From an optimization exercise on the open Yosys and OpenROAD flow, aimed at small area, a short achievable clock period and few clock cycles per item; shortcuts taken in it are not production practice.
In this exercise RTL edits were held to simulation tests only and were not proved equivalent to the original.
No driver is modelled on the clock port, so clocking that relies on it looks cheaper here than on a real chip.
Power and IR drop assume default switching activity.

## window_stack_hit_test_move_to_front_top
module window_stack_hit_test_move_to_front_top
#(
  parameter int unsigned MAX_WINDOWS = 16,
  parameter int unsigned COORD_BITS  = 12
) (
  input  logic                  clk_i,
  input  logic                  rst_ni,
  input  logic                  in_valid_i,
  output logic                  in_ready_o,
  input  logic                  in_operation_i,
  input  logic [COORD_BITS-1:0] in_x_low_i,
  input  logic [COORD_BITS-1:0] in_y_low_i,
  input  logic [COORD_BITS-1:0] in_x_high_i,
  input  logic [COORD_BITS-1:0] in_y_high_i,
  output logic                  out_valid_o,
  input  logic                  out_ready_i,
  output logic [4:0]            out_window_id_o,
  output logic                  out_ignored_o,
  output logic                  out_store_full_o
);
clock: 4.5 ns
lec_check: 0
cap_margin: 20
core_margin: 2
core_utilization: 40
cts_cluster_diameter: 120
cts_cluster_size: 22
place_density: 0.6
setup_slack_margin: 2.6
slew_margin: 20
standard.sh (not shown) runs the stock make flow with config.mk's settings and CLKGATE_MAP_FILE= SYNTH_SCRIPT=/design/flow/synth_recipe.tcl, a recipe that flattens the netlist after the stock synthesis.
==> flow/flow/run.sh <==
#!/bin/bash
# Standard layout (the standard.sh, standard synthesis unchanged) with
# resizer options changed: repair may swap a cell for any footprint, the
# port buffers are plain buffers instead of delay cells, and after CTS the
# setup repair runs a few more passes (flow/post_cts.tcl).
set -uo pipefail
bash standard.sh MATCH_CELL_FOOTPRINT=0 \
  "BUFFER_PORTS_ARGS=-buffer_cell sky130_fd_sc_hd__buf_4" \
  "POST_CTS_TCL=$PWD/flow/post_cts.tcl" \
  finish > standard.log 2>&1
==> flow/flow/post_cts.tcl <==
# Extra setup repair passes after CTS: the single pass in cts.tcl stops
# early, well short of the setup margin. Placement is legalized afterwards.
estimate_parasitics -placement
for {set pass 0} {$pass < 3} {incr pass} {
  repair_timing -setup -setup_margin $::env(SETUP_SLACK_MARGIN) \
    -repair_tns 100 -verbose
}
detailed_placement
check_placement -verbose
estimate_parasitics -placement
report_worst_slack -max
Testbench counts at the start, summed over its fixed seeds: cycles 4,824, items 4,800.
Then changed:
- SETUP_SLACK_MARGIN: 2.6 -> 2.3
Core utilization decreases by 1.9 points.
Total power drops by a few percent.
Wire length goes down by a few percent.
Die area does not change.
Then changed:
==> flow/flow/run.sh (replaced) <==
#!/bin/bash
# Standard layout (the standard.sh, standard synthesis unchanged) with two
# resizer options changed: repair may swap a cell for any footprint, and the
# port buffers are plain buffers instead of delay cells.
set -uo pipefail
bash standard.sh MATCH_CELL_FOOTPRINT=0 \
  "BUFFER_PORTS_ARGS=-buffer_cell sky130_fd_sc_hd__buf_4" \
  finish > standard.log 2>&1
removed: flow/flow/post_cts.tcl
The new run finished with timing, DRC and antenna clean.
Critical path depth fell by 3.
Clock skew is about the same.
Via count hardly moves.
Maximum frequency hardly moves.
Hold slack stays flat.
Clock power hardly moves.
Setup slack loses 0.0043 ns.
Then changed:
==> flow/flow/run.sh (replaced) <==
#!/bin/bash
# Standard layout (the standard.sh, standard synthesis unchanged) with
# resizer options changed: repair may swap a cell for any footprint, the
# port buffers are plain buffers instead of delay cells, and after CTS the
# setup repair runs a few more passes (flow/post_cts.tcl).
set -uo pipefail
bash standard.sh MATCH_CELL_FOOTPRINT=0 \
  "BUFFER_PORTS_ARGS=-buffer_cell sky130_fd_sc_hd__buf_4" \
  "POST_CTS_TCL=$PWD/flow/post_cts.tcl" \
  finish > standard.log 2>&1
==> flow/flow/post_cts.tcl (new file) <==
# Extra setup repair passes after CTS: the single pass in cts.tcl stops
# early, well short of the setup margin. Placement is legalized afterwards.
estimate_parasitics -placement
for {set pass 0} {$pass < 3} {incr pass} {
  repair_timing -setup -setup_margin $::env(SETUP_SLACK_MARGIN) \
    -repair_tns 100 -verbose
}
detailed_placement
check_placement -verbose
estimate_parasitics -placement
report_worst_slack -max
- SETUP_SLACK_MARGIN: 2.3 -> 2.45
The new run passed the timing, DRC and antenna checks. Die area stays the same. Core utilization came out higher by 0.42 points. Sequential cell count is unchanged. Setup slack improved by 0.11 ns. Final area goes up by about 1%.

==> what the ideal ports hide <==
The flow's constraints put no driver on any port. The routed layouts listed below were extracted and timed again, unchanged, in two steps.
Step 1: set_driving_cell puts a clkbuf_16 on clk_i and a buf_2 on each other input, an assumption about the parent block.
Step 2 adds t to the input delays and takes it off the output delays; t is the mean of the earliest and latest rising clock arrival at the registers after step 1. Input paths then give back, and output paths get back, about the clock's delay inside the block.
Slacks: ideal / step 1 / step 2; pairs: ideal / step 1.
run | t (ns) | slack for setup (ns) | clock arrival spread, ns
the first run | 0.766 | 2.356 / 2.281 / 1.770 | 0.058 / 0.058
the second run | 0.756 | 2.255 / 2.255 / 1.511 | 0.053 / 0.053
the third run | 0.760 | 2.251 / 2.255 / 1.494 | 0.057 / 0.057
the fourth run | 0.758 | 2.364 / 2.299 / 1.710 | 0.043 / 0.042
After both steps every run listed still meets setup and hold. For the third run, which loses most, drivers alone change the setup slack by +0.004 ns; drivers and shift together by -0.757 ns.
